From an optimization exercise on the open Yosys and OpenROAD flow, aimed at small area and a short achievable clock period; shortcuts taken in it are not production practice.
Function was checked by simulation only, so behaviour that the tests miss may differ from the original.
No activity file was given, so power comes from the tool's default toggle rates.

--- flow/design.v ---
package debug_pkg;
    localparam int xlen = 32;
    localparam int gpr_count = 32;
    localparam logic [7:0] cmdtype_access_reg = 8'd0;
    typedef logic [15:0] regno_t;
    localparam regno_t gpr_first = 16'h1000;
    localparam regno_t gpr_last  = 16'h101F;
    localparam regno_t csr_dcsr  = 16'h07B0;
    localparam regno_t csr_dpc   = 16'h07B1;
    localparam int dcsr_step_bit    = 2;
    localparam int dcsr_cause_lsb   = 6;
    localparam int dcsr_cause_msb   = 8;
    localparam int dcsr_ebreakm_bit = 15;
    localparam logic [xlen-1:0] dcsr_reset_val = 32'h4000_0000;
    localparam logic [xlen-1:0] gpr_reset_step = 32'h0101_0101;
    localparam logic [xlen-1:0] pc_incr        = 32'd4;
    typedef enum logic [1:0] {
        st_run,
        st_halted,
        st_resuming,
        st_abs_reg
    } seq_state_t;
    typedef enum logic [2:0] {
        cause_none    = 3'd0,
        cause_ebreak  = 3'd1,
        cause_trigger = 3'd2,
        cause_haltreq = 3'd3,
        cause_step    = 3'd4
    } cause_t;
    typedef struct packed {
        logic [7:0] cmdtype;
        logic       transfer;
        logic       write;
        regno_t     regno;
    } cmd_t;
    typedef struct packed {
        logic            halt_req;
        logic            resume_req;
        logic            exec;
        cmd_t            command;
        logic [xlen-1:0] data;
    } dm_req_t;
    typedef struct packed {
        logic            halted;
        logic            done;
        logic            exception;
        logic            haltresume;
        logic [xlen-1:0] data;
    } dm_rsp_t;
    typedef struct packed {
        seq_state_t state;
        logic       write_pc;
        logic       write_pc_ne;
        logic       abstract_done;
        logic       abstract_write;
    } ctrl_sig_t;
    typedef struct packed {
        logic [xlen-1:0] dcsr;
        logic [xlen-1:0] dpc;
    } csr_view_t;
    function automatic logic is_gpr(input regno_t regno);
        is_gpr = ((regno >= gpr_first) && (regno <= gpr_last));
    endfunction
    function automatic logic is_valid_csr(input regno_t regno);
        is_valid_csr = ((regno == csr_dcsr) || (regno == csr_dpc));
    endfunction
endpackage
`timescale 1ns/1ps
module debug_top (
    input  logic            clk,
    input  logic            rst_n,
    input  logic [60:0]     dm_req,
    input  logic            trig,
    input  logic            eb,
    output logic [35:0]     dm_rsp,
    output logic            debug,
    output logic            halted,
    output logic            step_en,
    output logic [31:0]     pc
);
    logic        halt_req, resume_req, exec, transfer, wr;
    logic [7:0]  cmdtype;
    logic [15:0] regno;
    logic [31:0] data;
    assign halt_req   = dm_req[60];
    assign resume_req = dm_req[59];
    assign exec       = dm_req[58];
    assign cmdtype    = dm_req[57:50];
    assign transfer   = dm_req[49];
    assign wr         = dm_req[48];
    assign regno      = dm_req[47:32];
    assign data       = dm_req[31:0];
    logic s_run, s_halt, s_res, s_abs;
    logic debug_q, halted_q;
    logic a_q, e_q;
    logic step_q, ebm_q;
    logic [2:0]  cause_q;
    logic [31:0] dpc_q, pc_q;
    logic [31:0] pc_next;
    logic [3:0] wa_q;
    logic [7:0] wb_q;
    logic wd_q, wp_q, exc_q;
    logic [31:0] gpr [1:31];
    logic entry, ns_run, ns_halt, ns_res, ns_abs;
    logic step_n, ebm_n;
    logic is_gpr, is_dcsr, is_dpc, aar;
    logic use_pc;
    logic [2:0] cause_n;
    logic debug_i;
    assign debug_i = !resume_req && (a_q || (s_run && (trig || halt_req)) || (e_q && eb));
    assign entry   = debug_i && !debug_q;
    dbg_port u_dbg (
        .resume_req (resume_req),
        .halt_req   (halt_req),
        .trig       (trig),
        .eb         (eb),
        .a_q        (a_q),
        .s_run      (s_run),
        .e_q        (e_q),
        .debug      (debug)
    );
    assign ns_abs  = rst_n && s_halt && !resume_req && exec;
    assign ns_res  = rst_n && s_halt && resume_req;
    assign ns_halt = rst_n && ((s_run && debug_i) || s_abs || (s_halt && !resume_req && !exec));
    assign ns_run  = !rst_n || s_res || (s_run && !debug_i);
    assign step_n = !rst_n ? 1'b0 : (wd_q ? data[2]  : step_q);
    assign ebm_n  = !rst_n ? 1'b0 : (wd_q ? data[15] : ebm_q);
    assign is_gpr  = regno[15:5] == 11'h080;
    assign is_dcsr = regno == 16'h07B0;
    assign is_dpc  = regno == 16'h07B1;
    assign aar     = ns_abs && (cmdtype == 8'd0) && transfer;
    assign pc_next = pc_q + 32'd4;
    always_comb begin
        if (trig)                 cause_n = 3'd2;
        else if (eb && ebm_q)     cause_n = 3'd1;
        else if (halt_req)        cause_n = 3'd3;
        else                      cause_n = 3'd4;
    end
    assign use_pc = trig || (eb && (ebm_q || halt_req));
    always_ff @(posedge clk) begin
        s_run    <= ns_run;
        s_halt   <= ns_halt;
        s_res    <= ns_res;
        s_abs    <= ns_abs;
        debug_q  <= rst_n && debug_i;
        halted_q <= rst_n && (halted_q || (debug_i && ns_halt)) && !ns_res;
        a_q      <= rst_n && (debug_i || (ns_run && step_n));
        e_q      <= rst_n && ns_run && ebm_n;
        step_q   <= step_n;
        ebm_q    <= ebm_n;
        for (int j = 0; j < 4; j++) begin
            wa_q[j] <= aar && wr && is_gpr && (regno[4:3] == 2'(j));
        end
        for (int k = 0; k < 8; k++) begin
            wb_q[k] <= regno[2:0] == 3'(k);
        end
        wd_q      <= aar && wr && is_dcsr;
        wp_q      <= aar && wr && is_dpc;
        exc_q     <= aar && !(is_gpr || is_dcsr || is_dpc);
    end
    always_ff @(posedge clk) begin
        if (!rst_n) begin
            cause_q <= 3'd0;
        end else if (entry) begin
            cause_q <= cause_n;
        end
    end
    always_ff @(posedge clk) begin
        if (!rst_n) begin
            pc_q <= 32'd0;
        end else if (s_run && !debug_i) begin
            pc_q <= pc_next;
        end else if (s_res) begin
            pc_q <= dpc_q;
        end
    end
    always_ff @(posedge clk) begin
        if (entry) begin
            dpc_q <= use_pc ? pc_q : pc_next;
        end else if (wp_q) begin
            dpc_q <= data;
        end
    end
    logic [31:0] gd0, gd1;
    assign gd0 = data & {32{rst_n}};
    assign gd1 = data | {32{!rst_n}};
    always_ff @(posedge clk) begin
        for (int i = 1; i < 32; i++) begin
            if (!rst_n || (wa_q[i >> 3] && wb_q[i & 7])) begin
                for (int b = 0; b < 32; b++) begin
                    gpr[i][b] <= ((b % 8) < 5 && ((i >> (b % 8)) & 1) != 0) ? gd1[b] : gd0[b];
                end
            end
        end
    end
    logic [31:0] rdn, rdn_q;
    logic [31:0] rsel;
    logic [32*32-1:0] rin;
    logic sel_dcsr;
    always_comb begin
        rin[31:0] = dpc_q;
        for (int i = 1; i < 32; i++) begin
            rin[i*32 +: 32] = gpr[i];
        end
    end
    rd_dec u_dec (
        .r12  (regno[12]),
        .idx  (regno[4:0]),
        .sel  (rsel),
        .dsel (sel_dcsr)
    );
    rd_mux u_rd (
        .sel  (rsel),
        .din  (rin),
        .dsel (sel_dcsr),
        .dcsr ({1'b0, 1'b1, 14'd0, ebm_q, 6'd0, cause_q, 3'd0, step_q, 2'd0}),
        .qn   (rdn)
    );
    always_ff @(posedge clk) begin
        rdn_q <= rdn;
    end
    assign halted  = halted_q;
    assign step_en = step_q;
    assign pc      = pc_q;
    assign dm_rsp  = {halted_q, s_abs, exc_q, 1'b0, ~rdn_q};
endmodule
module rd_dec (
    input  logic        r12,
    input  logic [4:0]  idx,
    output logic [31:0] sel,
    output logic        dsel
);
    logic [3:0] hi;
    logic [7:0] lo;
    always_comb begin
        for (int j = 0; j < 4; j++) hi[j] = r12 && (idx[4:3] == 2'(j));
        for (int k = 0; k < 8; k++) lo[k] = idx[2:0] == 3'(k);
        sel[0] = !r12 && idx[0];
        for (int i = 1; i < 32; i++) sel[i] = hi[i >> 3] && lo[i & 7];
    end
    assign dsel = !r12 && !idx[0];
endmodule
module rd_mux (
    input  logic [31:0]       sel,
    input  logic [32*32-1:0]  din,
    input  logic              dsel,
    input  logic [31:0]       dcsr,
    output logic [31:0]       qn
);
    localparam logic [31:0] dcsr_bits = 32'h4000_81C4;
    for (genvar b = 0; b < 32; b++) begin : g_bit
        logic [10:0] n;
        logic [2:0]  p;
        for (genvar k = 0; k < 10; k++) begin : g_grp
            aoi222 u_g (
                .a1(sel[3*k]),   .a2(din[(3*k)*32 + b]),
                .b1(sel[3*k+1]), .b2(din[(3*k+1)*32 + b]),
                .c1(sel[3*k+2]), .c2(din[(3*k+2)*32 + b]),
                .y(n[k])
            );
        end
        if (dcsr_bits[b]) begin : g_d
            aoi222 u_g (
                .a1(sel[30]), .a2(din[30*32 + b]),
                .b1(sel[31]), .b2(din[31*32 + b]),
                .c1(dsel),    .c2(dcsr[b]),
                .y(n[10])
            );
        end else begin : g_nd
            assign n[10] = !((sel[30] && din[30*32 + b]) || (sel[31] && din[31*32 + b]));
        end
        assign p[0] = !(&n[3:0]);
        assign p[1] = !(&n[7:4]);
        assign p[2] = !(&n[10:8]);
        assign qn[b] = !(|p);
    end
endmodule
module dbg_port (
    input  logic resume_req,
    input  logic halt_req,
    input  logic trig,
    input  logic eb,
    input  logic a_q,
    input  logic s_run,
    input  logic e_q,
    output logic debug
);
    assign debug = !resume_req && (a_q || (s_run && (trig || halt_req)) || (e_q && eb));
endmodule
module aoi222 (
    input  logic a1, a2, b1, b2, c1, c2,
    output logic y
);
    assign y = !((a1 && a2) || (b1 && b2) || (c1 && c2));
endmodule
--- flow/flow/run.sh ---
#!/bin/bash
# Standard layout, with plain buffers on the ports instead of the delay
# buffers that buffer_ports picks by default.
set -e
export BUFFER_PORTS_ARGS="-buffer_cell sky130_fd_sc_hd__buf_2"
bash standard.sh > standard.log 2>&1
--- flow/standard.sh ---
#!/bin/bash
# synth_recipe.tcl (not shown) runs the flow's synth.tcl, then flattens the netlist and writes it again
# the make line also repeats each setting of config.mk as NAME=value (left out here)
make -C /OpenROAD-flow-scripts/flow DESIGN_CONFIG=/design/flow/config.mk WORK_HOME=/design/flow/orfs CLKGATE_MAP_FILE= SYNTH_SCRIPT=/design/flow/synth_recipe.tcl "${@:-finish}"
--- flow/config.mk ---
export PLATFORM = sky130hd
export DESIGN_NAME = debug_top
export DESIGN_NICKNAME = debug_top
export VERILOG_FILES = /design/flow/design.v
export SDC_FILE = /design/flow/constraint.sdc
export NUM_CORES = 4
export LEC_CHECK = 0
export CAP_MARGIN = 20
export CORE_MARGIN = 2
export CORE_UTILIZATION = 40
export CTS_BUF_LIST = sky130_fd_sc_hd__clkbuf_16
export CTS_CLUSTER_DIAMETER = 100
export CTS_CLUSTER_SIZE = 24
export GPL_ROUTABILITY_DRIVEN = 0
export SETUP_SLACK_MARGIN = 2.9
export SLEW_MARGIN = 20
export SYNTH_HIERARCHICAL = 1
export SYNTH_MINIMUM_KEEP_SIZE = 0
--- flow/constraint.sdc ---
create_clock -name core_clock -period 5.5 [get_ports {clk}]
set_input_delay 1.1000 -clock core_clock [delete_from_list [all_inputs] [get_ports {clk}]]
set_output_delay 1.1000 -clock core_clock [all_outputs]
set_load 0.01 [all_outputs]
==> results of run 1 <==
-- per-module statistics from Yosys, one instance, submodules excluded --
module | cell area (um^2) | times used
rd_mux | 1140 | 1
aoi222 | 10.0 | 326
rd_dec | 256 | 1
debug_top | 35900 | 1
dbg_port | 15.0 | 1
-- worst paths after layout --
kind,start,end,slack (ns),cells past startpoint
max,dm_req[60],debug,2.84,4
min,pc_q[1],pc_q[1],0.51,2
max reg2reg,pc_q[4],dpc_q[23],2.97,5
min reg2reg,pc_q[1],pc_q[1],0.51,2
-- critical path, delay by kind of cell --
family	cells	cell delay, ns
AOI/OAI and AO/OA	2	0.21
buffers and inverters	2	0.25
-- report_power, final --
| group | internal (mW) | leakage (nW) | switching, mW |
|---|---|---|---|
| logic | 0.230 | 3.63 | 0.695 |
| clock network | 1.77 | 0.879 | 2.54 |
| registers | 9.84 | 10.6 | 0.199 |
| total | 11.8 | 15.1 | 3.43 |
-- sequential cells by signal, indices dropped and copies added (netlist names), 3 cells and up --
name / flops
pc_q: 32
cause_q: 3
dpc_q: 32
rdn_q: 32
gpr: 992
wa_q: 4
wb_q: 8
-- cell type report --
| class | instances | area [um^2] | area share |
|---|---|---|---|
| multi-input combinational | 1059 | 8230 | 0.179 |
| timing repair buffer | 220 | 1790 | 0.0390 |
| inverter | 35 | 131 | 0.00286 |
| tap | 1357 | 1700 | 0.0370 |
| clock inverter | 43 | 169 | 0.00368 |
| antenna | 1 | 2.50 | 0.0000545 |
| sequential | 1116 | 32600 | 0.709 |
| clock buffer | 53 | 1330 | 0.0289 |
-- kinds of logic after synthesis --
kind of cell,Yosys count,share of synthesized area
compound gates,481,0.105
xor+xnor,30,0.00648
fa+ha+maj,1,0.000309
buf+inv,99,0.0111
flops,1116,0.804
mux,7,0.00179
other cells,2,0.000185
simple gates,522,0.0711
-- layer usage --
| layer | routed length (um) | global-route usage |
|---|---|---|
| met5 | 0 | 0 |
| met4 | 2990 | 0.0592 |
| met3 | 11200 | 0.0266 |
| met2 | 59400 | 0.388 |
| met1 | 48300 | 0.318 |
-- stage by stage --
step | setup WS, ns | instance area (um^2) | hold slack, ns | cells | utilization
4_1_cts | 2.84 | 45700 | 0.497 | 3869 | 0.456
3_3_place_gp | 1.66 | 43100 | 0.476 | 3707 | 0.430
6_report | 2.84 | 45900 | 0.506 | 3884 | 0.458
3_5_place_dp | 1.65 | 43500 | 0.480 | 3719 | 0.433
5_1_grt | 2.84 | 45900 | 0.520 | 3883 | 0.458
2_1_floorplan | 2.75 | 40900 | 0.431 | 2258 | -
-- cell usage in the layout, fill, tap and decap left out, types with 5 or more instances in the layout --
master     Yosys  routed
buf_4          5      55
and2_2         0       9
nor2_4         0      47
nor3b_1        6       6
buf_12         0      23
xor2_1        13      13
a21oi_1       36      34
nand2b_1      27      23
and3_1        12      12
a222oi_1     327     327
o311ai_0       5       5
nand2_4        0      16
buf_2         12     127
dfxtp_1       92      90
clkbuf_16      0      53
nor2_1        69      37
nor3_1        28      27
nand2_1      157     125
and2_1        36      27
edfxtp_1    1024    1024
a31oi_1       12      11
nand4_1       81      81
a22o_1        26      26
nor4_1        17      13
inv_1         34      75
nand3_1       28      28
nor4_2        21      25
or3_1          5       5
xnor2_1       17      17
nand4b_1       6       6
o21ai_0       47      47
mux2i_1        5       5
buf_16         0       7
nand2_2        0      16
a21o_1         5       5
-- synth_stat cells, types with 4 or more instances --
cell,instances,share of area
a211oi_1,4,0.00074
a21o_1,5,0.00093
a21oi_1,36,0.0044
a221oi_1,4,0.00086
a222oi_1,327,0.081
a22o_1,26,0.0056
a31oi_1,12,0.0019
and2_1,36,0.0056
and3_1,12,0.0019
buf_2,12,0.0015
buf_4,5,0.00093
buf_6,6,0.0017
clkbuf_1,38,0.0035
dfxtp_1,92,0.045
edfxtp_1,1024,0.76
inv_1,34,0.0031
mux2i_1,5,0.0012
nand2_1,157,0.015
nand2b_1,27,0.0042
nand3_1,28,0.0035
nand4_1,81,0.013
nand4b_1,6,0.0013
nor2_1,69,0.0064
nor2b_1,4,0.00062
nor3_1,28,0.0035
nor3b_1,6,0.0011
nor4_1,17,0.0026
nor4_2,21,0.0065
o21a_1,4,0.00074
o21ai_0,47,0.0058
o311ai_0,5,0.0011
or3_1,5,0.00077
xnor2_1,17,0.0037
xor2_1,13,0.0028
-- what timing repair did --
action,CTS,global route
setup endpoints to repair,237,90
resized for setup,48,15
cloned,16,0
setup buffers,38,12
pin swaps,33,21
==> qor.csv, run 1 <==
stage;metric;value;unit
run_status;status;no timing/DRC/antenna violations;
worst_setup_path;crit_arrival;1.56;ns
pwr;ir_drop;0.241;mV
clocking;clk_pin_slew;0.09;ns
die;die_y;322;um
die;ios;136;
pwr;p_per_area;332;mW/mm^2
pwr;p_total;15.3;mW
timing;finalSetupViolations;0;
place;detailed_place_hpwl;72.2;mm
route;drc;0;
worst_setup_path;cpPeakStageDelay;0.14;ns
global_routing;track_usage;0.230;
flow_run;drv_cap;0;
synthesis;dominantRegCellSynth;edfxtp_1;
timing;rsz0062_at_grt;true;
worst_setup_path;crit_path_top_delay_cell;o21ai_4;
clocking;cts.sinks;1116;
timing;finalCritPeriodShare;0.483;
synthesis;syn_avg_cell_area;17.9;um^2
synthesis;synth_edf_count;1024;
synthesis;yosys_warnings;9;
finish;layout-drive-gt1-share;0.165;
synthesis;synthCells;2258;
route;vias;24501;
global_routing;grt_pass1_vias;23563;
die;core_region_area;0.100;mm^2
timing;finalMaxSlewViolations;0;
route;wl_per_cell;31.4;um
die;start_util;0.404;
worst_setup_path;critical_path_class;in -> out;
synthesis;ys_types;64;
timing;slew_headroom;0.247;
place;port_buffers;134;
worst_setup_path;critical_path.max_fanout;4;
timing;fin_skew;0.0213;ns
timing;fmax;0.376;GHz
synthesis;yosysSeqAreaShare;0.804;
timing;hold_viol;0;
route;wl;122;mm
route;initialDrtViolationCount;4651;
synthesis;syn_area;0.0405;mm^2
route;viasPerCell;6.31;
clocking;clock_latency;0.64;ns
min_path;hp-class;reg -> reg;
clocking;cts_tree;built;
worst_setup_path;critPathLaunchType;primary input;
clocking;numCtsBuffers;52;
worst_setup_path;required;4.40;ns
synthesis;async_flop_share;0;
clocking;clockBufferDepth;3;
global_routing;grt_pass1_wl;173;mm
route;drtPass1Iterations;9;
finish;final.fill_count;8553;
clocking;cts_htree_levels;2;
global_routing;grt_max_degree;64;
worst_setup_path;cp_cell_sequence;buf_12 -> o21ai_4 -> a21oi_2 -> buf_2;
worst_setup_path;cp-end-kind;primary output;
global_routing;grt-ovfl-total;0;
synthesis;ys_ff_latch;1116;
clocking;cts.hold.buffers_added;0;
pwr;leakage;15.1;nW
clocking;cts-root-buf;clkbuf_16;
die;dieWidth;322;um
timing;setup_tns;0;ns
die;num_rows;116;
global_routing;antenna_found_initial;2;
route;antenna_left;0;
finish;nNetsFinal;2550;
die;fp.dieArea;0.104;mm^2
timing;fin_crit;2.66;ns
timing;tightest_slew;1.13;ns
finish;syn_to_final_growth;13.4;%
==> inputs of run 2 (changes only) <==
--- a/flow/config.mk
+++ b/flow/config.mk
@@ -7,11 +7,10 @@
 export LEC_CHECK = 0
 export CAP_MARGIN = 20
 export CORE_MARGIN = 2
-export CORE_UTILIZATION = 40
+export CORE_UTILIZATION = 50
 export CTS_BUF_LIST = sky130_fd_sc_hd__clkbuf_16
 export CTS_CLUSTER_DIAMETER = 100
 export CTS_CLUSTER_SIZE = 24
-export GPL_ROUTABILITY_DRIVEN = 0
 export SETUP_SLACK_MARGIN = 2.9
 export SLEW_MARGIN = 20
 export SYNTH_HIERARCHICAL = 1
==> qor.csv, run 2 <==
stage;metric;value;unit;change
run_status;status;no timing/DRC/antenna violations;;
die;num_rows;104;;-10%
worst_setup_path;required;6.01;ns;+1.61 ns
worst_setup_path;r2r_start;pc_q[12];;
worst_setup_path;cp_cell_sequence;clkbuf_4 -> nand4b_1 -> buf_6 -> nor2_4 -> buf_4 -> buf_4 -> a222oi_1 -> nand4_1 -> nor4_4;;
die;core_region_area;0.0804;mm^2;-20%
synthesis;syn_area;0.0405;mm^2;unchanged
die;ios;136;;unchanged
timing;tightest_slew;1.22;ns;+0.0866 ns
place;gp_congestion;0.905;;
synthesis;yosys.cell_count.top_type;edfxtp_1;;
clocking;cts_htree_levels;2;;unchanged
route;wl_per_cell;34.4;um;+9.5%
synthesis;yosys_warnings;9;;unchanged
timing;finalMaxSlewViolations;0;;unchanged
timing;slew_headroom;0.189;;-0.0577
synthesis;synth_area_leaders;edfxtp_1 76%, a222oi_1 8.1%, dfxtp_1 4.5%, nand2_1 1.5%, nand4_1 1.3%;;
timing;hold_viol;0;;unchanged
worst_setup_path;worstReg2RegEnd;pc_q[21];;
place;port_buffers;134;;unchanged
worst_setup_path;crit_path_top_delay_cell;a222oi_1;;
global_routing;grt-ovfl-total;0;;unchanged
global_routing;grt_max_degree;63;;-1.6%
clocking;clock_latency;0.65;ns;about the same
pwr;p_total;15.3;mW;+0.45%
finish;final.fill_count;6129;;-28%
place;placed_cells;3447;;-7.3%
worst_setup_path;critical_path.max_fanout;16;;+12
finish;final_area;0.0462;mm^2;+0.58%
synthesis;dominantRegCellSynth;edfxtp_1;;
worst_setup_path;cpPeakStageDelay;0.36;ns;+0.22 ns
finish;largest-register;gpr;;
finish;layout-drive-gt1-share;0.193;;+0.0272
route;wl;126;mm;+3.5%
global_routing;grt_pass1_wl;177;mm;+2.9%
worst_setup_path;r2r_setup_slack;3.11;ns;+0.14 ns
finish;syn_to_final_growth;14.0;%;
synthesis;synth_edf_count;1024;;unchanged
min_path;min_to;halted_q;;
die;start_util;0.504;;+0.0999
synthesis;yosysTopAreaCellShare;0.759;;unchanged
synthesis;yosysSeqAreaShare;0.804;;unchanged
synthesis;ys_ff_latch;1116;;unchanged
worst_setup_path;cp-end-kind;register;;
route;viasPerCell;6.83;;+8.3%
worst_setup_path;crit_path_frequent_cell;buf_4;;
route;vias;25080;;+2.4%
worst_setup_path;critical_path_class;in -> reg;;
synthesis;synthCells;2258;;unchanged
route;drtPass1Iterations;9;;unchanged
synthesis;yosysTopAreaCell;edfxtp_1;;
clocking;cts.sinks;1116;;unchanged
synthesis;syn_avg_cell_area;17.9;um^2;unchanged
pwr;leakage;15.5;nW;+2.8%
worst_setup_path;critPathLaunchType;primary input;;
route;initialDrtViolationCount;4547;;-2.2%
pwr;ir_drop;0.241;mV;+0.13%
timing;finalSetupViolations;0;;unchanged
finish;final_common_cell;edfxtp_1;;
finish;final_cells;3672;;-5.5%
timing;hold_ws;0.485;ns;-0.0214 ns
place;place_area;0.0431;mm^2;-0.82%
worst_setup_path;crit_arrival;3.19;ns;+1.63 ns
min_path;hp-class;reg -> reg;;
route;drc;0;;unchanged
pwr;p_per_area;332;mW/mm^2;-0.13%
clocking;clockBufferDepth;3;;unchanged
synthesis;synth_common_cells;1024 x edfxtp_1, 327 x a222oi_1, 157 x nand2_1;;
clocking;cts_tree;built;;
clocking;cts-root-buf;clkbuf_16;;
worst_setup_path;r2r_cells;5;;unchanged
clocking;numCtsBuffers;52;;unchanged
global_routing;grt_pass1_vias;23765;;+0.86%
finish;final_cell_mix;1024 x edfxtp_1, 327 x a222oi_1, 140 x buf_4;;
global_routing;track_usage;0.301;;+0.0706
die;die_y;289;um;-10%
timing;fin_skew;0.0266;ns;+0.00529 ns
clocking;clk_pin_slew;0.09;ns;about the same
timing;fmax;0.373;GHz;-0.97%
synthesis;ys_types;64;;unchanged
die;fp.dieArea;0.0833;mm^2;-20%
min_path;hold_path_depth;1;;-1
finish;nNetsFinal;2636;;+3.4%
flow_run;drv_cap;0;;unchanged
global_routing;antenna_found_initial;4;;+2
timing;setup_tns;0;ns;unchanged
finish;largest_reg_flops;992;;unchanged
route;antenna_left;0;;unchanged
timing;rsz0062_at_grt;true;;
timing;fin_crit;2.68;ns;+0.0261 ns
synthesis;async_flop_share;0;;unchanged
timing;finalCritPeriodShare;0.488;;+0.00474
place;detailed_place_hpwl;73.1;mm;+1.3%
min_path;min_from;s_halt;;
die;dieWidth;289;um;-10%
==> run 2: cell counts after synthesis <==
Identical to the previous run, type by type.
==> run 2: worst max-delay path by stage <==
stage,from,endpoint,cells after the start
after floorplan,rst_n,gpr[13][0],4
after global placement,dm_req[35],rdn_q[28],7
after detailed placement,dm_req[35],rdn_q[28],7
after CTS,dm_req[34],rdn_q[28],8
after global routing,dm_req[34],rdn_q[28],9
final,dm_req[34],rdn_q[28],9
==> run 2: through the flow <==
step	setup WS [ns]	utilization
final	2.82	0.575
after detailed placement	1.38	0.536
after CTS	2.81	0.571
after global placement	1.33	0.535
after global routing	2.80	0.575
after floorplan	2.75	-
==> run 2: logic make-up (layout without fill, tap and decap cells) <==
family,after synthesis,in the layout,share of synthesized area
AO/OA/AOI/OAI,481,481,0.105
XOR/XNOR,30,30,0.00648
adder cells (fa/ha/maj),1,1,0.000309
buffers and inverters,99,433,0.0111
flip-flops,1116,1116,0.804
multiplexers,7,7,0.00179
other,2,3,0.000185
AND/OR/NAND/NOR,522,541,0.0711
==> run 2: per-layer routing <==
layer | up-vias | GRT usage | routed length (um)
met5 | - | 0 | 10
met4 | 2 | 0.0718 | 3550
met3 | 195 | 0.0619 | 14400
met2 | 1658 | 0.481 | 59300
met1 | 12851 | 0.428 | 48900
li1 | 10374 | - | -
==> run 2: modules after synthesis (local to each module, per instance) <==
| module | cells inside | area [um^2] | copies in the design | flip-flops and latches |
|---|---|---|---|---|
| debug_top | 1719 | 35900 | 1 | 1116 |
| dbg_port | 3 | 15.0 | 1 | 0 |
| rd_dec | 50 | 256 | 1 | 0 |
| rd_mux | 160 | 1140 | 1 | 0 |
| aoi222 | 1 | 10.0 | 326 | 0 |
==> run 2: critical path: cells and delay by family <==
family | cells | cell delay, ns
AND/OR/NAND/NOR | 4 | 0.92
AO/OA/AOI/OAI | 1 | 0.36
buffers and inverters | 4 | 0.80
==> run 2: timing repair <==
item	in CTS	in global routing
resized for setup	52	22
cloned	19	1
hold buffers	0	0
endpoints found under the setup margin	265	139
endpoints found under the hold margin	0	0
setup buffers	88	21
pin swaps	42	34
==> run 2: final cells by class <==
cell class | count | area, um^2 | area share
multi-input cells | 1062 | 8270 | 0.179
well taps | 1060 | 1330 | 0.0287
repair buffers | 303 | 2370 | 0.0513
inverters | 35 | 131 | 0.00284
clock buffers | 53 | 1330 | 0.0287
flip-flops and latches | 1116 | 32600 | 0.705
diodes | 1 | 2.50 | 0.0000542
clock inverters | 42 | 189 | 0.00409
==> run 2: power breakdown <==
| group | internal [mW] | switching [mW] | total [mW] |
|---|---|---|---|
| Clock | 1.81 | 2.53 | 4.34 |
| Sequential | 9.83 | 0.185 | 10.0 |
| Combinational | 0.246 | 0.722 | 0.969 |
==> inputs of run 3 (changes only) <==
--- a/flow/config.mk
+++ b/flow/config.mk
@@ -7,11 +7,11 @@
 export LEC_CHECK = 0
 export CAP_MARGIN = 20
 export CORE_MARGIN = 2
-export CORE_UTILIZATION = 50
+export CORE_UTILIZATION = 40
 export CTS_BUF_LIST = sky130_fd_sc_hd__clkbuf_16
 export CTS_CLUSTER_DIAMETER = 100
-export CTS_CLUSTER_SIZE = 24
-export SETUP_SLACK_MARGIN = 2.9
+export CTS_CLUSTER_SIZE = 28
+export SETUP_SLACK_MARGIN = 2.85
 export SLEW_MARGIN = 20
 export SYNTH_HIERARCHICAL = 1
 export SYNTH_MINIMUM_KEEP_SIZE = 0
==> qor.csv, run 3 <==
stage;metric;value;unit;change
pwr;p_per_area;326;mW/mm^2;-1.9%
finish;final_cell_mix;1024 x edfxtp_1, 327 x a222oi_1, 125 x nand2_1;;
route;wl_per_cell;31.6;um;-8.1%
clocking;cts.sinks;1116;;unchanged
finish;final.fill_count;8513;;+39%
synthesis;synth_common_cells;1024 x edfxtp_1, 327 x a222oi_1, 157 x nand2_1;;
synthesis;syn_area;0.0405;mm^2;unchanged
worst_setup_path;required;4.40;ns;-1.61 ns
worst_setup_path;cp-endpoint;debug;;
timing;finalSetupViolations;0;;unchanged
route;drtPass1Iterations;7;;-2
clocking;cts-root-buf;clkbuf_16;;
finish;nNetsFinal;2597;;-1.5%
route;vias;24979;;-0.40%
worst_setup_path;r2r_start;pc_q[2];;
die;die_y;322;um;+12%
synthesis;yosys.cell_count.top_type;edfxtp_1;;
finish;fin_util;0.460;;-0.115
synthesis;synth_area_leaders;edfxtp_1 76%, a222oi_1 8.1%, dfxtp_1 4.5%, nand2_1 1.5%, nand4_1 1.3%;;
finish;largest-register;gpr;;
global_routing;grt_max_degree;64;;+1.6%
synthesis;synth_edf_count;1024;;unchanged
worst_setup_path;critical_path_class;in -> out;;
die;ios;136;;unchanged
pwr;p_total;15.0;mW;-2.1%
timing;hold_viol;0;;unchanged
place;port_buffers;134;;unchanged
place;gp_congestion;0.865;;-4.4%
synthesis;ys_types;64;;unchanged
route;drc;0;;unchanged
global_routing;met2_usage;0.375;;-0.106
pwr;ir_drop;0.213;mV;-12%
synthesis;yosys_warnings;9;;unchanged
finish;final_common_cell;edfxtp_1;;
finish;final_area;0.0461;mm^2;-0.18%
finish;final_cells;3925;;+6.9%
finish;seq_area;0.0326;mm^2;unchanged
route;initialDrtViolationCount;4870;;+7.1%
global_routing;track_usage;0.232;;-0.0685
place;detailed_place_hpwl;70.6;mm;-3.4%
die;num_rows;116;;+12%
timing;setup_tns;0;ns;unchanged
min_path;hp-class;reg -> reg;;
synthesis;syn_avg_cell_area;17.9;um^2;unchanged
worst_setup_path;cp_cell_sequence;buf_12 -> o21ai_4 -> a21oi_2 -> buf_2;;
timing;finalCritPeriodShare;0.480;;-0.00750
synthesis;yosysTopAreaCellShare;0.759;;unchanged
worst_setup_path;r2r_cells;6;;+1
route;viasPerCell;6.36;;-6.8%
pwr;leakage;15.2;nW;-2.0%
worst_setup_path;crit_arrival;1.54;ns;-1.65 ns
timing;finalMaxSlewViolations;0;;unchanged
clocking;cts_tree;built;;
global_routing;grt_pass1_wl;174;mm;-2.2%
worst_setup_path;critical_path.max_fanout;3;;-13
finish;layout-drive-gt1-share;0.181;;-0.0115
run_status;status;no timing/DRC/antenna violations;;
worst_setup_path;critPathLaunchType;primary input;;
timing;fin_crit;2.64;ns;-0.0413 ns
clocking;clockBufferDepth;3;;unchanged
place;place_area;0.0434;mm^2;+0.69%
clocking;clock_latency;0.64;ns;about the same
timing;fmax;0.379;GHz;+1.6%
clocking;numCtsBuffers;45;;-13%
timing;slew_headroom;0.249;;+0.0604
place;placed_cells;3727;;+8.1%
worst_setup_path;worstReg2RegEnd;dpc_q[18];;
global_routing;globalRouteMet3Util;0.0320;;-0.0299
synthesis;async_flop_share;0;;unchanged
finish;largest_reg_flops;992;;unchanged
global_routing;grt-ovfl-total;0;;unchanged
worst_setup_path;startpoint;dm_req[60];;
finish;multi_input_area;0.00825;mm^2;-0.18%
global_routing;grt-busiest-layer;met2;;
global_routing;antenna_found_initial;3;;-1
worst_setup_path;cp-end-kind;primary output;;
clocking;clk_pin_slew;0.10;ns;about the same
synthesis;ys_ff_latch;1116;;unchanged
worst_setup_path;crit_path_top_delay_cell;buf_2;;
timing;fin_skew;0.0271;ns;+0.000502 ns
die;dieWidth;322;um;+12%
flow_run;drv_cap;0;;unchanged
synthesis;yosysSeqAreaShare;0.804;;unchanged
route;antenna_left;0;;unchanged
synthesis;synthCells;2258;;unchanged
die;core_region_area;0.100;mm^2;+25%
worst_setup_path;cpPeakStageDelay;0.14;ns;-0.22 ns
global_routing;use_met1;0.335;;-0.0932
timing;tightest_slew;1.12;ns;-0.0946 ns
die;start_util;0.404;;-0.0999
timing;rsz0062_at_grt;true;;
finish;syn_to_final_growth;13.8;%;
worst_setup_path;r2r_setup_slack;3.03;ns;-0.08 ns
global_routing;grt_pass1_vias;23280;;-2.0%
synthesis;dominantRegCellSynth;edfxtp_1;;
die;fp.dieArea;0.104;mm^2;+25%
synthesis;yosysTopAreaCell;edfxtp_1;;
clocking;cts_htree_levels;2;;unchanged
route;wl;124;mm;-1.8%
[run 3: cell counts after synthesis]
Identical to the previous run, type by type.
[run 3: worst max-delay path, delay by kind of cell]
kind / cells / cell delay, ns
buffers and inverters: 2 / 0.24
AO/OA/AOI/OAI: 2 / 0.20
[run 3: logic make-up after synthesis]
| logic type | after synthesis | synth area share |
|---|---|---|
| adder cells (fa/ha/maj) | 1 | 0.000309 |
| multiplexers | 7 | 0.00179 |
| flip-flops | 1116 | 0.804 |
| other | 2 | 0.000185 |
| AND/OR/NAND/NOR | 522 | 0.0711 |
| AO/OA/AOI/OAI | 481 | 0.105 |
| buffers and inverters | 99 | 0.0111 |
| XOR/XNOR | 30 | 0.00648 |
[run 3: timing repair]
item                                    in CTS  in global routing
gates resized for setup                     49                 24
buffers inserted                            81                 12
endpoints found under the hold margin        0                  0
hold buffers                                 0                  0
gates cloned                                19                  0
pin swaps                                   40                 14
endpoints found under the setup margin     180                232
[run 3: per-layer routing]
| metal | wire [um] | vias to the layer above | share of wire |
|---|---|---|---|
| met5 | 0 | - | 0 |
| met4 | 2610 | 0 | 0.021 |
| met3 | 13300 | 151 | 0.11 |
| met2 | 58600 | 1661 | 0.47 |
| met1 | 49400 | 12897 | 0.40 |
| li1 | - | 10270 | - |
[run 3: per-stage QoR]
step / setup WS, ns / hold WS, ns
after floorplan: 2.75 / 0.431
after global placement: 1.71 / 0.461
after detailed placement: 1.64 / 0.486
after CTS: 2.71 / 0.510
after global routing: 2.82 / 0.536
final: 2.86 / 0.508
[run 3: worst min-delay path by stage]
stage | start | endpoint | cells after the start
after floorplan | cause_q[0] | cause_q[0] | 2
after global placement | s_halt | halted_q | 1
after detailed placement | s_abs | s_halt | 2
after CTS | pc_q[0] | pc_q[0] | 2
after global routing | s_abs | s_halt | 2
final | s_abs | s_halt | 2
[run 3: final cells by class]
type                            count  area share
Antenna cell                        1   0.0000543
Clock buffer                       47      0.0255
Clock inverter                     36     0.00304
Inverter                           35     0.00285
Multi-Input combinational cell   1062       0.179
Sequential cell                  1116       0.707
Tap cell                         1357      0.0368
Timing Repair Buffer              271      0.0461
[run 3: Yosys stat by module (local to each module, per instance)]
module	copies in the design	area, um^2
rd_mux	1	1140
aoi222	326	10.0
dbg_port	1	15.0
debug_top	1	35900
rd_dec	1	256
[run 3: where the power goes]
| group | internal, mW | switching [mW] |
|---|---|---|
| logic | 0.237 | 0.699 |
| clock network | 1.58 | 2.47 |
| registers | 9.84 | 0.204 |
| total | 11.6 | 3.37 |
==> inputs of run 4 (changes only) <==
--- a/flow/design.v
+++ b/flow/design.v
@@ -99,6 +99,8 @@
     logic [31:0] pc_next;
     logic [3:0] wa_q;
     logic [7:0] wb_q;
+    logic [3:0] dec_hi;
+    logic [7:0] dec_lo;
     logic wd_q, wp_q, exc_q;
     logic [31:0] gpr [1:31];
     logic entry, ns_run, ns_halt, ns_res, ns_abs;
@@ -149,10 +151,10 @@
         step_q   <= step_n;
         ebm_q    <= ebm_n;
         for (int j = 0; j < 4; j++) begin
-            wa_q[j] <= aar && wr && is_gpr && (regno[4:3] == 2'(j));
+            wa_q[j] <= aar && wr && is_gpr && dec_hi[j];
         end
         for (int k = 0; k < 8; k++) begin
-            wb_q[k] <= regno[2:0] == 3'(k);
+            wb_q[k] <= dec_lo[k];
         end
         wd_q      <= aar && wr && is_dcsr;
         wp_q      <= aar && wr && is_dpc;
@@ -207,7 +209,9 @@
         .r12  (regno[12]),
         .idx  (regno[4:0]),
         .sel  (rsel),
-        .dsel (sel_dcsr)
+        .dsel (sel_dcsr),
+        .hi   (dec_hi),
+        .lo   (dec_lo)
     );
     rd_mux u_rd (
         .sel  (rsel),
@@ -228,10 +232,10 @@
     input  logic        r12,
     input  logic [4:0]  idx,
     output logic [31:0] sel,
-    output logic        dsel
-);
-    logic [3:0] hi;
-    logic [7:0] lo;
+    output logic        dsel,
+    output logic [3:0]  hi,
+    output logic [7:0]  lo
+);
     always_comb begin
         for (int j = 0; j < 4; j++) hi[j] = r12 && (idx[4:3] == 2'(j));
         for (int k = 0; k < 8; k++) lo[k] = idx[2:0] == 3'(k);
--- a/flow/config.mk
+++ b/flow/config.mk
@@ -10,8 +10,8 @@
 export CORE_UTILIZATION = 40
 export CTS_BUF_LIST = sky130_fd_sc_hd__clkbuf_16
 export CTS_CLUSTER_DIAMETER = 100
-export CTS_CLUSTER_SIZE = 28
-export SETUP_SLACK_MARGIN = 2.85
+export CTS_CLUSTER_SIZE = 24
+export SETUP_SLACK_MARGIN = 2.9
 export SLEW_MARGIN = 20
 export SYNTH_HIERARCHICAL = 1
 export SYNTH_MINIMUM_KEEP_SIZE = 0
==> qor.csv, run 4 <==
stage;metric;value;unit;change
finish;largest_reg_flops;992;;unchanged
worst_setup_path;r2r_setup_slack;3.13;ns;+0.10 ns
die;num_rows;116;;unchanged
timing;finalWorstSetupSlack;2.76;ns;-0.100 ns
timing;fmax;0.365;GHz;-3.7%
min_path;hp-class;reg -> reg;;
synthesis;synthSimpleGateAreaFrac;0.0688;;-0.00223
finish;final.fill_count;8482;;-0.36%
run_status;status;no timing/DRC/antenna violations;;
clocking;cts.sinks;1116;;unchanged
synthesis;yosys.area_share.xor_xnor;0.00712;;+0.000638
timing;hold_viol;0;;unchanged
place;place_area;0.0434;mm^2;+0.13%
flow_run;drv_cap;0;;unchanged
clocking;cts_tree;built;;
clocking;cts-root-buf;clkbuf_16;;
place;gp_congestion;0.865;;about the same
clocking;clk_pin_slew;0.09;ns;about the same
synthesis;syn_avg_cell_area;18.0;um^2;+0.23%
finish;syn_to_final_growth;13.8;%;about the same
global_routing;grt_pass1_vias;24357;;+4.6%
synthesis;synthMuxAreaShare;0.00290;;+0.00111
route;drtPass1Iterations;7;;unchanged
route;antenna_left;0;;unchanged
timing;tightest_slew;1.14;ns;+0.0178 ns
synthesis;yosysSeqAreaShare;0.803;;-0.00112
global_routing;antenna_found_initial;4;;+1
synthesis;synth_common_cells;1024 x edfxtp_1, 326 x a222oi_1, 117 x nand2_1;;
clocking;clock_latency;0.67;ns;+0.03 ns
global_routing;track_usage;0.246;;+0.0132
synthesis;dominantRegCellSynth;edfxtp_1;;
synthesis;ys_types;68;;+6.3%
synthesis;ys_ff_latch;1116;;unchanged
finish;final_area;0.0462;mm^2;+0.18%
die;dieWidth;323;um;about the same
route;viasPerCell;6.44;;+1.2%
finish;nNetsFinal;2591;;-0.23%
die;start_util;0.405;;+0.000561
timing;setup_tns;0;ns;unchanged
synthesis;yosysTopAreaCellShare;0.758;;-0.00105
synthesis;synth_top_family_by_area;compound AO/OA/AOI/OAI gates;;
route;drc;0;;unchanged
synthesis;syn_area;0.0406;mm^2;+0.14%
die;ios;136;;unchanged
clocking;numCtsBuffers;52;;+16%
clocking;cts.hold.buffers_added;0;;unchanged
die;fp.dieArea;0.104;mm^2;+0.14%
synthesis;synth_edf_count;1024;;unchanged
worst_setup_path;critPathLaunchType;primary input;;
pwr;ir_drop;0.252;mV;+18%
place;pre_cts_ws;1.66;ns;+0.0215 ns
finish;final_cell_mix;1024 x edfxtp_1, 326 x a222oi_1, 124 x buf_2;;
place;detailed_place_hpwl;77.1;mm;+9.1%
synthesis;synth_area_leaders;edfxtp_1 76%, a222oi_1 8.0%, dfxtp_1 4.5%, nand4_1 1.2%, nand2_1 1.1%;;
global_routing;grt_max_degree;66;;+3.1%
finish;final_common_cell;edfxtp_1;;
timing;finalSetupViolations;0;;unchanged
finish;diodes;0;;-1
route;initialDrtViolationCount;4814;;-1.1%
synthesis;synth-compound-area-share;0.106;;+0.00103
synthesis;synthCells;2256;;-0.089%
worst_setup_path;critical_path_class;in -> reg;;
synthesis;yosys_warnings;9;;unchanged
worst_setup_path;required;6.05;ns;+1.65 ns
clocking;cts_htree_levels;2;;unchanged
worst_setup_path;cp-end-kind;register;;
die;core_region_area;0.100;mm^2;unchanged
timing;fin_skew;0.0302;ns;+0.00309 ns
clocking;clockBufferDepth;3;;unchanged
pwr;leakage;15.3;nW;+0.79%
worst_setup_path;critical_path.max_fanout;19;;+16
worst_setup_path;crit_arrival;3.29;ns;+1.75 ns
timing;finalMaxSlewViolations;0;;unchanged
pwr;p_total;15.4;mW;+2.4%
route;vias;25292;;+1.3%
timing;finalCritPeriodShare;0.498;;+0.0182
route;wl;131;mm;+5.5%
timing;rsz0062_at_grt;true;;
place;port_buffers;134;;unchanged
synthesis;yosys.cell_count.top_type;edfxtp_1;;
synthesis;yosysTopAreaCell;edfxtp_1;;
global_routing;grt-ovfl-total;0;;unchanged
finish;largest-register;gpr;;
finish;layout-drive-gt1-share;0.181;;+0.000248
timing;slew_headroom;0.238;;-0.0110
synthesis;async_flop_share;0;;unchanged
pwr;p_per_area;333;mW/mm^2;+2.3%
synthesis;synthAdderAreaFrac;0.000308;;-0.000000428
timing;fin_crit;2.74;ns;+0.100 ns
global_routing;grt_pass1_wl;181;mm;+4.4%
die;die_y;323;um;about the same
route;wl_per_cell;33.3;um;+5.5%
run 4: changes by cell type after synthesis, sizes merged, moves of 5 or more:
cell / previous run / this run
o21ai: 49 / 20
a21oi: 36 / 62
nor3: 29 / 23
xnor2: 17 / 23
buf: 26 / 38
nand2: 157 / 117
clkbuf: 38 / 27
and4: 4 / 9
nor2: 69 / 113
and3: 14 / 8
run 4: worst max-delay path, stage by stage:
cell      delay [ns]
clkbuf_4        0.19
or2_4           0.18
buf_12          0.18
nor2_4          0.06
buf_4           0.25
a222oi_1        0.44
nand4_1         0.48
nor4_2          0.38
run 4: path summary, 6_finish.rpt:
path / start / endpoint / cells past startpoint
max: dm_req[33] / rdn_q[20] / 8
min: pc_q[0] / pc_q[0] / 2
max reg2reg: pc_q[2] / dpc_q[22] / 6
min reg2reg: pc_q[0] / pc_q[0] / 2
run 4: metrics by stage:
step	hold slack, ns	cells	util
detailed placement	0.479	3741	0.433
global route	0.531	3926	0.461
finish	0.495	3926	0.461
floorplan	0.439	2256	-
CTS	0.498	3916	0.458
global placement	0.469	3739	0.433
run 4: cells by family after synthesis:
group / after synthesis
buf+inv: 101
simple gates: 511
mux: 11
flops: 1116
compound gates: 481
fa+ha+maj: 1
other cells: 2
xor+xnor: 33
run 4: layout make-up:
class,instances,area [um^2],share of cell area
Sequential cell,1116,32600,0.705
Multi-Input combinational cell,1049,8110,0.176
Timing Repair Buffer,270,2150,0.0465
Tap cell,1357,1700,0.0367
Clock buffer,53,1330,0.0287
Clock inverter,45,191,0.00414
Inverter,36,135,0.00292
run 4: power by group:
| part | switching (mW) | total, mW | leakage [nW] | internal [mW] |
|---|---|---|---|---|
| Clock | 2.57 | 4.34 | 0.893 | 1.77 |
| Combinational | 0.741 | 0.995 | 3.86 | 0.254 |
| Sequential | 0.209 | 10.1 | 10.6 | 9.84 |
run 4: modules after synthesis (local to each module, per instance):
module	area, um^2	cells inside	copies in the design
dbg_port	15.0	3	1
rd_mux	1140	160	1
debug_top	35800	1701	1
aoi222	10.0	1	326
rd_dec	318	66	1
run 4: what timing repair did:
action,CTS,global route
pin swaps,36,17
gates cloned,9,1
gates resized for setup,38,26
buffers inserted,68,8
endpoints found under the setup margin,124,82
run 4: per-layer routing:
metal / up-vias / wire (um) / GRT usage
met1: 12969 / 48000 / 0.319
met2: 1789 / 63200 / 0.412
met5: - / 7 / 0
li1: 10255 / - / -
met3: 277 / 13900 / 0.0440
met4: 2 / 5630 / 0.0916
==> inputs of run 5 (changes only) <==
--- a/flow/design.v
+++ b/flow/design.v
@@ -263,16 +263,12 @@
                 .y(n[k])
             );
         end
-        if (dcsr_bits[b]) begin : g_d
-            aoi222 u_g (
-                .a1(sel[30]), .a2(din[30*32 + b]),
-                .b1(sel[31]), .b2(din[31*32 + b]),
-                .c1(dsel),    .c2(dcsr[b]),
-                .y(n[10])
-            );
-        end else begin : g_nd
-            assign n[10] = !((sel[30] && din[30*32 + b]) || (sel[31] && din[31*32 + b]));
-        end
+        aoi222 u_g10 (
+            .a1(sel[30]), .a2(din[30*32 + b]),
+            .b1(sel[31]), .b2(din[31*32 + b]),
+            .c1(dsel),    .c2(dcsr_bits[b] ? dcsr[b] : 1'b0),
+            .y(n[10])
+        );
         assign p[0] = !(&n[3:0]);
         assign p[1] = !(&n[7:4]);
         assign p[2] = !(&n[10:8]);
==> qor.csv, run 5 <==
stage;metric;value;unit;change
die;core_region_area;0.100;mm^2;unchanged
place;placed_cells;3787;;+1.2%
clocking;cts-root-buf;clkbuf_16;;
route;initialDrtViolationCount;4995;;+3.8%
route;drtPass1Iterations;7;;unchanged
worst_setup_path;critPathLaunchType;primary input;;
place;gp_congestion;0.869;;+0.43%
global_routing;grt_max_degree;56;;-15%
die;fp.dieArea;0.104;mm^2;about the same
place;detailed_place_hpwl;73.9;mm;-4.1%
timing;slew_headroom;0.212;;-0.0265
worst_setup_path;required;6.05;ns;about the same
clocking;clock_latency;0.65;ns;-0.02 ns
timing;setup_tns;0;ns;unchanged
finish;final.fill_count;8492;;+0.12%
timing;rsz0062_at_grt;true;;
synthesis;yosysTopAreaCellShare;0.758;;about the same
global_routing;track_usage;0.247;;+0.00120
synthesis;ys_ff_latch;1116;;unchanged
synthesis;synth_common_cells;1024 x edfxtp_1, 352 x a222oi_1, 113 x nor2_1;;
worst_setup_path;critical_path_class;in -> reg;;
clocking;cts.sinks;1116;;unchanged
clocking;cts.hold.buffers_added;0;;unchanged
route;antenna_left;0;;unchanged
worst_setup_path;critical_path.max_fanout;13;;-6
finish;nNetsFinal;2668;;+3.0%
synthesis;syn_avg_cell_area;18.0;um^2;+0.23%
finish;layout-drive-gt1-share;0.205;;+0.0237
clocking;clockBufferDepth;3;;unchanged
finish;largest-register;gpr;;
route;wl_per_cell;32.8;um;-1.6%
pwr;leakage;15.6;nW;+1.5%
synthesis;yosysTopAreaCell;edfxtp_1;;
place;port_buffers;134;;unchanged
worst_setup_path;cp-end-kind;register;;
synthesis;synth_area_leaders;edfxtp_1 76%, a222oi_1 8.7%, dfxtp_1 4.5%, nand4_1 1.2%, nor2_1 1.0%;;
synthesis;yosysSeqAreaShare;0.803;;about the same
finish;final_cell_mix;1024 x edfxtp_1, 352 x a222oi_1, 142 x buf_4;;
timing;finalCritPeriodShare;0.487;;-0.0116
synthesis;syn_area;0.0406;mm^2;about the same
synthesis;yosys.cell_count.top_type;edfxtp_1;;
timing;tightest_slew;1.18;ns;+0.0412 ns
timing;fmax;0.373;GHz;+2.4%
finish;largest_reg_flops;992;;unchanged
route;drc;0;;unchanged
worst_setup_path;crit_arrival;3.22;ns;-0.07 ns
die;die_y;323;um;about the same
clocking;numCtsBuffers;53;;+1.9%
die;num_rows;116;;unchanged
route;wl;131;mm;+0.41%
synthesis;ys_types;67;;-1.5%
clocking;cts_htree_levels;2;;unchanged
pwr;ir_drop;0.213;mV;-16%
finish;fin_util;0.467;;+0.00599
finish;final_common_cell;edfxtp_1;;
route;viasPerCell;6.45;;+0.12%
die;dieWidth;323;um;about the same
global_routing;grt_pass1_wl;182;mm;+0.71%
pwr;p_per_area;331;mW/mm^2;-0.55%
min_path;hp-class;reg -> reg;;
global_routing;antenna_found_initial;5;;+1
timing;hold_viol;0;;unchanged
die;ios;136;;unchanged
timing;fin_crit;2.68;ns;-0.0637 ns
finish;final_cells;4007;;+2.1%
route;vias;25845;;+2.2%
global_routing;grt-ovfl-total;0;;unchanged
synthesis;synth_edf_count;1024;;unchanged
timing;finalSetupViolations;0;;unchanged
timing;finalMaxSlewViolations;0;;unchanged
clocking;cts_tree;built;;
global_routing;grt_pass1_vias;24376;;+0.078%
die;start_util;0.405;;about the same
synthesis;async_flop_share;0;;unchanged
synthesis;dominantRegCellSynth;edfxtp_1;;
synthesis;synthCells;2251;;-0.22%
run_status;status;no timing/DRC/antenna violations;;
timing;fin_skew;0.0279;ns;-0.00230 ns
synthesis;yosys_warnings;9;;unchanged
clocking;clk_pin_slew;0.10;ns;about the same
flow_run;drv_cap;0;;unchanged
timing;hold_ws;0.489;ns;-0.00629 ns
finish;syn_to_final_growth;15.3;%;
-- run 5: what timing repair did --
action / CTS / global route
gates cloned: 18 / 1
resized for setup: 52 / 37
setup endpoints to repair: 339 / 347
pin swaps: 24 / 21
buffers inserted: 88 / 10
-- run 5: cell families (layout without fill, tap and decap cells) --
family          after synthesis  in the layout  synth area share
compound gates              481            482             0.107
xor+xnor                     33             33           0.00712
fa+ha+maj                     1              1          0.000308
buf+inv                      95            447            0.0102
flops                      1116           1116             0.803
mux                          11             11           0.00290
other cells                   3             31          0.000277
simple gates                511            529            0.0695
-- run 5: per-module statistics from Yosys, one instance, submodules excluded --
module,times used,cells,flip-flops and latches,area (um^2)
aoi222,352,1,0,10.0
dbg_port,1,3,0,15.0
debug_top,1,1701,1116,35800
rd_dec,1,66,0,318
rd_mux,1,129,0,885
-- run 5: path summary, 6_finish.rpt --
path	startpoint	endpoint	slack, ns	cells after the start
max	dm_req[34]	rdn_q[27]	2.82	7
min	s_halt	halted_q	0.49	1
max reg2reg	s_run	dpc_q[1]	3.02	3
min reg2reg	s_halt	halted_q	0.49	1
-- run 5: worst max-delay path: stages --
cell and delay (ns):
buf_2 0.16, or2_4 0.31, buf_12 0.16, nor2_2 0.88, a222oi_1 0.28, nand3_1 0.25
nor3_2 0.07
-- run 5: power breakdown --
group          total (mW)  leakage, nW  switching, mW  internal [mW]
logic                1.03         4.08          0.759          0.267
registers            10.1         10.6          0.217           9.84
clock network        4.41        0.909           2.58           1.84
total                15.5         15.6           3.55           11.9
-- run 5: metal layers --
metal / global-route usage / part of all wire
met5: 0 / 0
met4: 0.0693 / 0.030
met3: 0.0500 / 0.12
met2: 0.400 / 0.47
met1: 0.338 / 0.38
-- run 5: area by class of cell --
class	instances	area (um^2)	area share
diodes	3	7.51	0.000160
clock buffers	55	1380	0.0294
clock inverters	45	198	0.00422
inverters	36	135	0.00289
multi-input cells	1084	8330	0.178
flip-flops and latches	1116	32600	0.696
well taps	1357	1700	0.0363
repair buffers	311	2460	0.0525
-- run 5: per-stage QoR --
step                setup slack [ns]  power [mW]  instance area [um^2]
global placement                1.67        11.1                 43700
global route                    2.84        15.9                 46800
detailed placement              1.65        11.2                 43700
floorplan                       2.79        10.6                 41000
CTS                             2.84        15.5                 46600
finish                          2.82        15.5                 46800

separate check: timing with driven ports:
The results above use ideal ports. As a check the final layouts listed here were re-extracted and re-timed, cells and wires unchanged. Step 1, drivers: a clkbuf_16 drives clk and a buf_2 each remaining input, both assumed. Step 2 times the ports against the registers' clock, not the clock port: input delays grow and output delays shrink by t, the midpoint of the rising clock arrivals with the driver on. Slacks: ideal / step 1 / step 2; pairs: ideal / step 1.
run	t (ns)	setup WS [ns]	worst setup path at the end
run 1	0.704	2.844 / 2.794 / 2.241	input to register
run 2	0.704	2.818 / 2.817 / 2.157	input to register
run 3	0.691	2.859 / 2.810 / 2.229	input to register
run 4	0.722	2.759 / 2.796 / 2.074	input to register
run 5	0.712	2.822 / 2.814 / 2.160	input to register
After both steps setup and hold are still met in every run listed. For run 4, which loses most, drivers alone change the setup slack by +0.037 ns; drivers and shift together by -0.685 ns.
